Background: an optimization exercise with open tools, aiming at small area, a short achievable clock period and few clock cycles. Do not read the settings as production practice.
Only simulation tests tie the RTL to the original design; equivalence was not proved.
Power is estimated from default activity; no workload was simulated.

==> flow/design.v <==
package mipsPkg;
  typedef logic [31:0] wordT;      
  typedef logic [4:0]  regAddrT;   
  typedef logic [31:0] addrT;      
  localparam int dmemWords = 64;   
  localparam logic [5:0] opRtype = 6'h00;
  localparam logic [5:0] opLw    = 6'h23;
  localparam logic [5:0] opSw    = 6'h2b;
  localparam logic [5:0] opBeq   = 6'h04;
  localparam logic [5:0] opAddiu = 6'h09;
  localparam logic [5:0] fnAddu = 6'h21;
  localparam logic [5:0] fnSubu = 6'h23;
  localparam logic [5:0] fnAnd  = 6'h24;
  localparam logic [5:0] fnOr   = 6'h25;
  localparam logic [5:0] fnSlt  = 6'h2a;
endpackage
`timescale 1ns/1ps
module regFile (
  input  logic             clk,
  input  logic             arstN,
  input  mipsPkg::regAddrT ra1,
  input  mipsPkg::regAddrT ra2,
  output mipsPkg::wordT    rd1,
  output mipsPkg::wordT    rd2,
  input  logic             we,
  input  mipsPkg::regAddrT wa,
  input  mipsPkg::wordT    wd
);
  mipsPkg::wordT regs [1:31];
  logic [31:1]   valid;
  always_ff @(posedge clk) begin
    for (int i = 1; i < 32; i++) begin
      if (we && (wa == 5'(i))) regs[i] <= wd;
    end
  end
  always_ff @(posedge clk or negedge arstN) begin
    if (!arstN) begin
      valid <= '0;
    end else begin
      for (int i = 1; i < 32; i++) begin
        if (we && (wa == 5'(i))) valid[i] <= 1'b1;
      end
    end
  end
  always_comb begin
    rd1 = '0;
    rd2 = '0;
    for (int i = 1; i < 32; i++) begin
      rd1 = rd1 | ({32{(ra1 == 5'(i)) && valid[i]}} & regs[i]);
      rd2 = rd2 | ({32{(ra2 == 5'(i)) && valid[i]}} & regs[i]);
    end
  end
endmodule
`timescale 1ns/1ps
module executeStage (
  input  logic [7:0]                    base,
  input  logic [7:0]                    off,
  output logic [mipsPkg::dmemWords-1:0] sel
);
  logic [7:0] p;
  logic [7:0] g;
  logic       c2;   
  assign p  = base ^ off;
  assign g  = base & off;
  assign c2 = g[1] | (p[1] & g[0]);
  always_comb begin
    for (int k = 0; k < mipsPkg::dmemWords; k++) begin
      logic [7:2] kb;
      logic       m;
      kb = 6'(k);
      m  = (p[2] ^ c2) == kb[2];
      for (int i = 3; i < 8; i++) begin
        m = m & ((p[i] ^ (g[i-1] | (p[i-1] & !kb[i-1]))) == kb[i]);
      end
      sel[k] = m;
    end
  end
endmodule
`timescale 1ns/1ps
module memoryStage (
  input  logic                          clk,
  input  logic                          arstN,
  input  logic [mipsPkg::dmemWords-1:0] sel,
  input  logic                          we,
  input  mipsPkg::wordT                 wd,
  output mipsPkg::wordT                 rd
);
  mipsPkg::wordT                 dmem [mipsPkg::dmemWords];
  logic [mipsPkg::dmemWords-1:0] written;
  always_ff @(posedge clk) begin
    for (int i = 0; i < mipsPkg::dmemWords; i++) begin
      if (we && sel[i]) dmem[i] <= wd;
    end
  end
  always_ff @(posedge clk or negedge arstN) begin
    if (!arstN) begin
      written <= '0;
    end else begin
      for (int i = 0; i < mipsPkg::dmemWords; i++) begin
        if (we && sel[i]) written[i] <= 1'b1;
      end
    end
  end
  always_comb begin
    rd = '0;
    for (int i = 0; i < mipsPkg::dmemWords; i++) begin
      rd = rd | ({32{sel[i] && written[i]}} & dmem[i]);
    end
  end
endmodule
`timescale 1ns/1ps
module mipsCore (
  input  logic             clk,
  input  logic             arstN,
  output mipsPkg::addrT    imemAddr,
  input  mipsPkg::wordT    imemData,
  output logic             wbValid,
  output mipsPkg::regAddrT wbReg,
  output mipsPkg::wordT    wbData
);
  logic [29:0] pcF;         
  logic [29:0] pcPlus1F;
  logic [29:0] targetF;     
  logic [16:0] loSumF;
  logic [13:0] hiF;
  logic [13:0] hiP1F;
  logic [13:0] hiM1F;
  logic        uncF;        
  logic        redirectE;
  logic [29:0] targetE;
  logic        stallD;
  logic [29:0] pcNextF;
  logic [29:0] pcOut;       
  assign imemAddr = {pcOut, 2'b00};
  assign pcPlus1F = pcF + 30'd1;
  assign loSumF = {1'b0, pcPlus1F[15:0]} + {1'b0, imemData[15:0]};
  assign hiF    = pcPlus1F[29:16];
  assign hiP1F  = hiF + 14'd1;
  assign hiM1F  = hiF - 14'd1;
  assign targetF[15:0]  = loSumF[15:0];
  assign targetF[29:16] = imemData[15] ? (loSumF[16] ? hiF : hiM1F)
                                       : (loSumF[16] ? hiP1F : hiF);
  assign uncF = (imemData[31:26] == mipsPkg::opBeq) && (imemData[25:21] == imemData[20:16]);
  assign pcNextF = redirectE ? targetE : stallD ? pcF : uncF ? targetF : pcPlus1F;
  always_ff @(posedge clk or negedge arstN) begin
    if (!arstN) begin
      pcF <= '0;
    end else begin
      pcF <= pcNextF;
    end
  end
  always_ff @(posedge clk) begin
    pcOut <= arstN ? pcNextF : '0;
  end
  logic [5:0]       opD;
  logic [5:0]       fnD;
  mipsPkg::regAddrT rsD;
  mipsPkg::regAddrT rtD;
  mipsPkg::regAddrT rdD;
  mipsPkg::regAddrT dstD;
  logic             isRD;
  logic             isAddiuD;
  logic             isLwD;
  logic             isSwD;
  logic             isBrD;
  logic             regWrD;
  logic             usesRsD;
  logic             usesRtD;
  logic             liveD;
  mipsPkg::wordT    rf1D;
  mipsPkg::wordT    rf2D;
  mipsPkg::wordT    aD;
  mipsPkg::wordT    bD;
  logic             deRegWr;
  logic             deLoad;
  logic             deStore;
  logic             deBranch;
  logic             deSub;      
  logic             deSelSum;   
  logic             deSelAnd;
  logic             deSelOr;
  logic             deSelSlt;
  logic             deFwdA;
  logic             deFwdB;
  logic             deFwdBAlu;   
  mipsPkg::regAddrT deDst;
  mipsPkg::wordT    deA;
  mipsPkg::wordT    deB;
  mipsPkg::wordT    deBAlu;      
  logic [7:0]       deImm;     
  logic [29:0]      deTarget;
  logic             wRegWr;
  logic             wLoad;
  logic             wStore;
  mipsPkg::regAddrT wDst;
  mipsPkg::wordT    wData;     
  logic [63:0]      wSel;      
  mipsPkg::wordT    loadW;
  mipsPkg::wordT    resultW;
  logic             oValidOut;   
  mipsPkg::regAddrT oDstOut;
  mipsPkg::wordT    oDataOut;
  assign opD = imemData[31:26];
  assign fnD = imemData[5:0];
  assign rsD = imemData[25:21];
  assign rtD = imemData[20:16];
  assign rdD = imemData[15:11];
  assign isRD     = (opD == mipsPkg::opRtype) &&
                    ((fnD == mipsPkg::fnAddu) || (fnD == mipsPkg::fnSubu) || (fnD == mipsPkg::fnAnd) ||
                     (fnD == mipsPkg::fnOr) || (fnD == mipsPkg::fnSlt));
  assign isAddiuD = (opD == mipsPkg::opAddiu);
  assign isLwD    = (opD == mipsPkg::opLw);
  assign isSwD    = (opD == mipsPkg::opSw);
  assign isBrD    = (opD == mipsPkg::opBeq) && !uncF;   
  assign dstD     = isRD ? rdD : rtD;
  assign regWrD   = (isRD || isAddiuD || isLwD) && (dstD != 5'd0);   
  assign usesRsD  = isRD || isAddiuD || isLwD || isSwD || isBrD;
  assign usesRtD  = isRD || isSwD || isBrD;
  assign stallD = deLoad && deRegWr &&
                  ((usesRsD && (deDst == rsD)) || (usesRtD && (deDst == rtD)));
  assign liveD  = !redirectE && !stallD;   
  regFile uRegFile (
    .clk(clk), .arstN(arstN),
    .ra1(rsD), .ra2(rtD), .rd1(rf1D), .rd2(rf2D),
    .we(wRegWr), .wa(wDst), .wd(resultW)
  );
  assign aD = (wRegWr && (wDst == rsD)) ? resultW : rf1D;
  assign bD = (wRegWr && (wDst == rtD)) ? resultW : rf2D;
  always_ff @(posedge clk or negedge arstN) begin
    if (!arstN) begin
      deRegWr  <= 1'b0;
      deLoad   <= 1'b0;
      deStore  <= 1'b0;
      deBranch <= 1'b0;
    end else begin
      deRegWr  <= liveD && regWrD;
      deLoad   <= liveD && isLwD;
      deStore  <= liveD && isSwD;
      deBranch <= liveD && isBrD;
    end
  end
  always_ff @(posedge clk) begin
    deSub    <= isRD && ((fnD == mipsPkg::fnSubu) || (fnD == mipsPkg::fnSlt));
    deSelSum <= isAddiuD || (isRD && ((fnD == mipsPkg::fnAddu) || (fnD == mipsPkg::fnSubu)));
    deSelAnd <= isRD && (fnD == mipsPkg::fnAnd);
    deSelOr  <= isRD && (fnD == mipsPkg::fnOr);
    deSelSlt <= isRD && (fnD == mipsPkg::fnSlt);
    deFwdA   <= deRegWr && (deDst == rsD);
    deFwdB   <= deRegWr && (deDst == rtD);
    deDst    <= dstD;
    deA      <= aD;
    deB      <= bD;
    deBAlu   <= isAddiuD ? {{16{imemData[15]}}, imemData[15:0]} :
                (isRD && ((fnD == mipsPkg::fnSubu) || (fnD == mipsPkg::fnSlt))) ? ~bD : bD;
    deFwdBAlu <= deRegWr && (deDst == rtD) && !isAddiuD;
    deImm    <= imemData[7:0];
    deTarget <= targetF;
  end
  mipsPkg::wordT aE;
  mipsPkg::wordT bE;
  mipsPkg::wordT opBE;   
  mipsPkg::wordT sumE;
  logic          sumLsbE;   
  logic          sltE;
  logic [63:0]   selE;
  mipsPkg::wordT resultE;
  assign aE   = deFwdA ? wData : deA;
  assign bE   = deFwdB ? wData : deB;
  assign opBE = deFwdBAlu ? (wData ^ {32{deSub}}) : deBAlu;
  assign {sumE, sumLsbE} = {aE, 1'b1} + {opBE, deSub};   
  assign sltE = (aE[31] != bE[31]) ? aE[31] : sumE[31];
  executeStage uAddr (.base(aE[7:0]), .off(deImm[7:0]), .sel(selE));
  assign resultE = ({32{deSelSum}} & sumE) |
                   ({32{deSelAnd}} & (aE & bE)) |
                   ({32{deSelOr}}  & (aE | bE)) |
                   {31'd0, deSelSlt & sltE} |
                   ({32{deStore}}  & bE);
  assign redirectE = deBranch && (aE == bE);
  assign targetE   = deTarget;
  always_ff @(posedge clk or negedge arstN) begin
    if (!arstN) begin
      wRegWr <= 1'b0;
      wLoad  <= 1'b0;
      wStore <= 1'b0;
    end else begin
      wRegWr <= deRegWr;
      wLoad  <= deLoad;
      wStore <= deStore;
    end
  end
  always_ff @(posedge clk) begin
    wDst  <= deDst;
    wData <= resultE;
    wSel  <= selE;
  end
  memoryStage uMemory (
    .clk(clk), .arstN(arstN),
    .sel(wSel), .we(wStore), .wd(wData), .rd(loadW)
  );
  assign resultW = wLoad ? loadW : wData;
  always_ff @(posedge clk) begin
    oValidOut <= arstN && wRegWr;
    oDstOut   <= wDst;
    oDataOut  <= resultW;
  end
  assign wbValid = oValidOut;
  assign wbReg   = oDstOut;
  assign wbData  = oDataOut;
endmodule
export LEC_CHECK = 0
export CAP_MARGIN = 20
export CELL_PAD_IN_SITES_DETAIL_PLACEMENT = 2
export CELL_PAD_IN_SITES_GLOBAL_PLACEMENT = 3
export CORE_MARGIN = 2
export CORE_UTILIZATION = 30
export CTS_CLUSTER_DIAMETER = 120
export CTS_CLUSTER_SIZE = 20
export PLACE_DENSITY = 0.5
export SLEW_MARGIN = 20
create_clock -name core_clock -period 10.0 [get_ports {clk}]
standard.sh (not shown) runs the stock make flow with config.mk's settings and CLKGATE_MAP_FILE= SYNTH_SCRIPT=/design/flow/synth_recipe.tcl, a recipe that flattens the netlist after the stock synthesis.
==> flow/flow/run.sh <==
#!/bin/bash
# Standard ORFS layout, with repair_timing asked for a larger setup margin than the
# 10 ns constraint needs, so that it keeps improving the critical paths, and plain
# buffers (not delay cells) on the ports.
set -euo pipefail
bash standard.sh SETUP_SLACK_MARGIN=6.4 TNS_END_PERCENT=100 \
  'BUFFER_PORTS_ARGS=-buffer_cell sky130_fd_sc_hd__buf_4' finish > standard_flow.log 2>&1
Testbench counts at the start, summed over its fixed seeds: cycles 21,294.
Then changed:
--- a/flow/design.v
+++ b/flow/design.v
@@ -122,9 +122,12 @@
   logic [29:0] pcPlus1F;
   logic [29:0] targetF;     
   logic [16:0] loSumF;
-  logic [13:0] hiF;
-  logic [13:0] hiP1F;
-  logic [13:0] hiM1F;
+  logic [15:0] loPlus1F;    
+  logic        c16F;        
+  logic [13:0] upF;         
+  logic [13:0] upP1F;
+  logic [13:0] upP2F;
+  logic [13:0] upM1F;
   logic        uncF;        
   logic        redirectE;
   logic [29:0] targetE;
@@ -132,14 +135,27 @@
   logic [29:0] pcNextF;
   logic [29:0] pcOut;       
   assign imemAddr = {pcOut, 2'b00};
-  assign pcPlus1F = pcF + 30'd1;
-  assign loSumF = {1'b0, pcPlus1F[15:0]} + {1'b0, imemData[15:0]};
-  assign hiF    = pcPlus1F[29:16];
-  assign hiP1F  = hiF + 14'd1;
-  assign hiM1F  = hiF - 14'd1;
-  assign targetF[15:0]  = loSumF[15:0];
-  assign targetF[29:16] = imemData[15] ? (loSumF[16] ? hiF : hiM1F)
-                                       : (loSumF[16] ? hiP1F : hiF);
+  assign loPlus1F = pcF[15:0] + 16'd1;
+  assign c16F     = &pcF[15:0];
+  assign upF      = pcF[29:16];
+  assign upP1F    = upF + 14'd1;
+  assign upP2F    = upF + 14'd2;
+  assign upM1F    = upF - 14'd1;
+  assign pcPlus1F = {c16F ? upP1F : upF, loPlus1F};
+  assign loSumF = {1'b0, loPlus1F} + {1'b0, imemData[15:0]};
+  assign targetF[15:0] = loSumF[15:0];
+  always_comb begin
+    case ({c16F, loSumF[16], imemData[15]})
+      3'b000:  targetF[29:16] = upF;
+      3'b001:  targetF[29:16] = upM1F;
+      3'b010:  targetF[29:16] = upP1F;
+      3'b011:  targetF[29:16] = upF;
+      3'b100:  targetF[29:16] = upP1F;
+      3'b101:  targetF[29:16] = upF;
+      3'b110:  targetF[29:16] = upP2F;
+      default: targetF[29:16] = upP1F;
+    endcase
+  end
   assign uncF = (imemData[31:26] == mipsPkg::opBeq) && (imemData[25:21] == imemData[20:16]);
   assign pcNextF = redirectE ? targetE : stallD ? pcF : uncF ? targetF : pcPlus1F;
   always_ff @(posedge clk or negedge arstN) begin
@@ -187,8 +203,8 @@
   mipsPkg::wordT    deA;
   mipsPkg::wordT    deB;
   mipsPkg::wordT    deBAlu;      
-  logic [7:0]       deImm;     
-  logic [29:0]      deTarget;
+  logic [15:0]      deImm;
+  logic [29:0]      dePcPlus1;   
   logic             wRegWr;
   logic             wLoad;
   logic             wStore;
@@ -253,8 +269,8 @@
     deBAlu   <= isAddiuD ? {{16{imemData[15]}}, imemData[15:0]} :
                 (isRD && ((fnD == mipsPkg::fnSubu) || (fnD == mipsPkg::fnSlt))) ? ~bD : bD;
     deFwdBAlu <= deRegWr && (deDst == rtD) && !isAddiuD;
-    deImm    <= imemData[7:0];
-    deTarget <= targetF;
+    deImm     <= imemData[15:0];
+    dePcPlus1 <= pcPlus1F;
   end
   mipsPkg::wordT aE;
   mipsPkg::wordT bE;
@@ -276,7 +292,7 @@
                    {31'd0, deSelSlt & sltE} |
                    ({32{deStore}}  & bE);
   assign redirectE = deBranch && (aE == bE);
-  assign targetE   = deTarget;
+  assign targetE   = dePcPlus1 + {{14{deImm[15]}}, deImm};
   always_ff @(posedge clk or negedge arstN) begin
     if (!arstN) begin
       wRegWr <= 1'b0;
@@ -298,10 +314,16 @@
     .sel(wSel), .we(wStore), .wd(wData), .rd(loadW)
   );
   assign resultW = wLoad ? loadW : wData;
+  always_ff @(posedge clk or negedge arstN) begin
+    if (!arstN) begin
+      oValidOut <= 1'b0;
+    end else begin
+      oValidOut <= wRegWr;
+    end
+  end
   always_ff @(posedge clk) begin
-    oValidOut <= arstN && wRegWr;
-    oDstOut   <= wDst;
-    oDataOut  <= resultW;
+    oDstOut  <= wDst;
+    oDataOut <= resultW;
   end
   assign wbValid = oValidOut;
   assign wbReg   = oDstOut;
What happened: Worst hold slack gets worse by 0.027 ns; worst setup slack gets better by 0.058 ns; die area rises slightly; via count rises by a few percent; core utilization rises by 0.23 points; sequential power barely changes; wire length rises slightly.
Testbench counts after the change, summed over its fixed seeds: cycles 21,294.

========
## the reference run
Another version of the RTL of mipsCore (not shown whole).
For scale: roughly 8800 cells after synthesis, about 100 I/O pins.
Settings: LEC_CHECK=0, CAP_MARGIN=20, CELL_PAD_IN_SITES_DETAIL_PLACEMENT=2, CELL_PAD_IN_SITES_GLOBAL_PLACEMENT=3, CORE_MARGIN=2, CORE_UTILIZATION=30, CTS_CLUSTER_DIAMETER=120, CTS_CLUSTER_SIZE=20, PLACE_DENSITY=0.5, SLEW_MARGIN=20; clock period 10.0 ns.
Scripts as last shown in full above: flow/flow/run.sh
Testbench counts of the reference run, summed over its fixed seeds: cycles 21,294.
diff inputs: the reference run => the trial run
-- flow/design.v --
<<< the reference run, line 134
  logic        stallD;
  logic [29:0] pcNextF;
  logic [29:0] pcOut;       
  assign imemAddr = {pcOut, 2'b00};
  assign loPlus1F = pcF[15:0] + 16'd1;
  assign c16F     = &pcF[15:0];
>>> the trial run, line 134
  logic        stallD;
  logic [29:0] pcNextF;
  assign imemAddr = {pcF, 2'b00};
  assign loPlus1F = pcF[15:0] + 16'd1;
  assign c16F     = &pcF[15:0];
<<< the reference run, line 165
      pcF <= pcNextF;
    end
  end
  always_ff @(posedge clk) begin
    pcOut <= arstN ? pcNextF : '0;
  end
  logic [5:0]       opD;
>>> the trial run, line 164
      pcF <= pcNextF;
    end
  end
  logic [5:0]       opD;
<<< the reference run, line 315
  );
  assign resultW = wLoad ? loadW : wData;
  always_ff @(posedge clk) begin
    oValidOut <= arstN && wRegWr;
    oDstOut   <= wDst;
    oDataOut  <= resultW;
  end
  assign wbValid = oValidOut;
>>> the trial run, line 311
  );
  assign resultW = wLoad ? loadW : wData;
  always_ff @(posedge clk or negedge arstN) begin
    if (!arstN) begin
      oValidOut <= 1'b0;
    end else begin
      oValidOut <= wRegWr;
    end
  end
  always_ff @(posedge clk) begin
    oDstOut  <= wDst;
    oDataOut <= resultW;
  end
  assign wbValid = oValidOut;
Notes after the runs:
- The die boundary height reported for the trial run is smaller than that of the reference run by 2.7 um.
- Ratio of cells with drive above 1 in the final layout delta for the trial run relative to the reference run: 4.0 points higher
- Looking at routed wire length, the trial run sits 3.2% above the reference run.
- Fraction of standard cell area in multi-input logic: the reference run vs the trial run — no meaningful difference
- The trial run ends up with lower hold slack than the reference run does.
- Diff the trial run..the reference run | clock tree skew after final layout | negligible
- Compared with the reference run, the trial run shows final worst setup slack higher by 0.11 ns.
- Compared with the reference run, the trial run shows a higher part of the total power dissipated in combinational logic.
- Routed wire length on met3: the trial run higher than the reference run
- Looking at post-layout minimum cycle time across both flows, the trial run is the stronger of the two, with the reference run trailing.
- Summary — met3 demand-to-capacity share in global routing, the trial run relative to the reference run: higher, by 0.41 points.
Testbench counts of the trial run, summed over its fixed seeds: cycles 21,294.

[what the ideal ports hide]
Ports are ideal in the flow. The routed layouts listed here were re-timed in OpenROAD.
Step 1 sets driving cells, clkbuf_16 on the clock port and buf_2 on the other inputs (assumed; they add their load-dependent delay and slew).
Step 2 adds t to the input delays and takes it off the output delays; t is the mean of the earliest and latest rising clock arrival at the registers after step 1. Input paths then give back, and output paths get back, about the clock's delay inside the block.
Slacks: no drivers / after step 1 / after step 2; pairs: no drivers / after step 1.
run	t (ns)	setup slack, ns	hold slack, ns	worst register clock-pin slew, ns	worst slew at a driven data input, ns
the first run of note 1	1.100	5.778 / 5.828 / 4.728	0.419 / 0.419 / 0.419	0.11 / 0.11	0.33
the second run of note 1	1.100	5.837 / 5.837 / 4.882	0.392 / 0.392 / 0.392	0.11 / 0.11	0.18
the reference run	1.087	5.995 / 6.037 / 4.949	0.421 / 0.421 / 0.421	0.11 / 0.11	0.26
the trial run	1.113	6.104 / 6.023 / 5.097	0.415 / 0.415 / 0.415	0.10 / 0.10	0.29
After both steps every run listed still meets setup and hold. For the first run of note 1, which loses most, drivers alone change the setup slack by +0.050 ns; drivers and shift together by -1.050 ns.
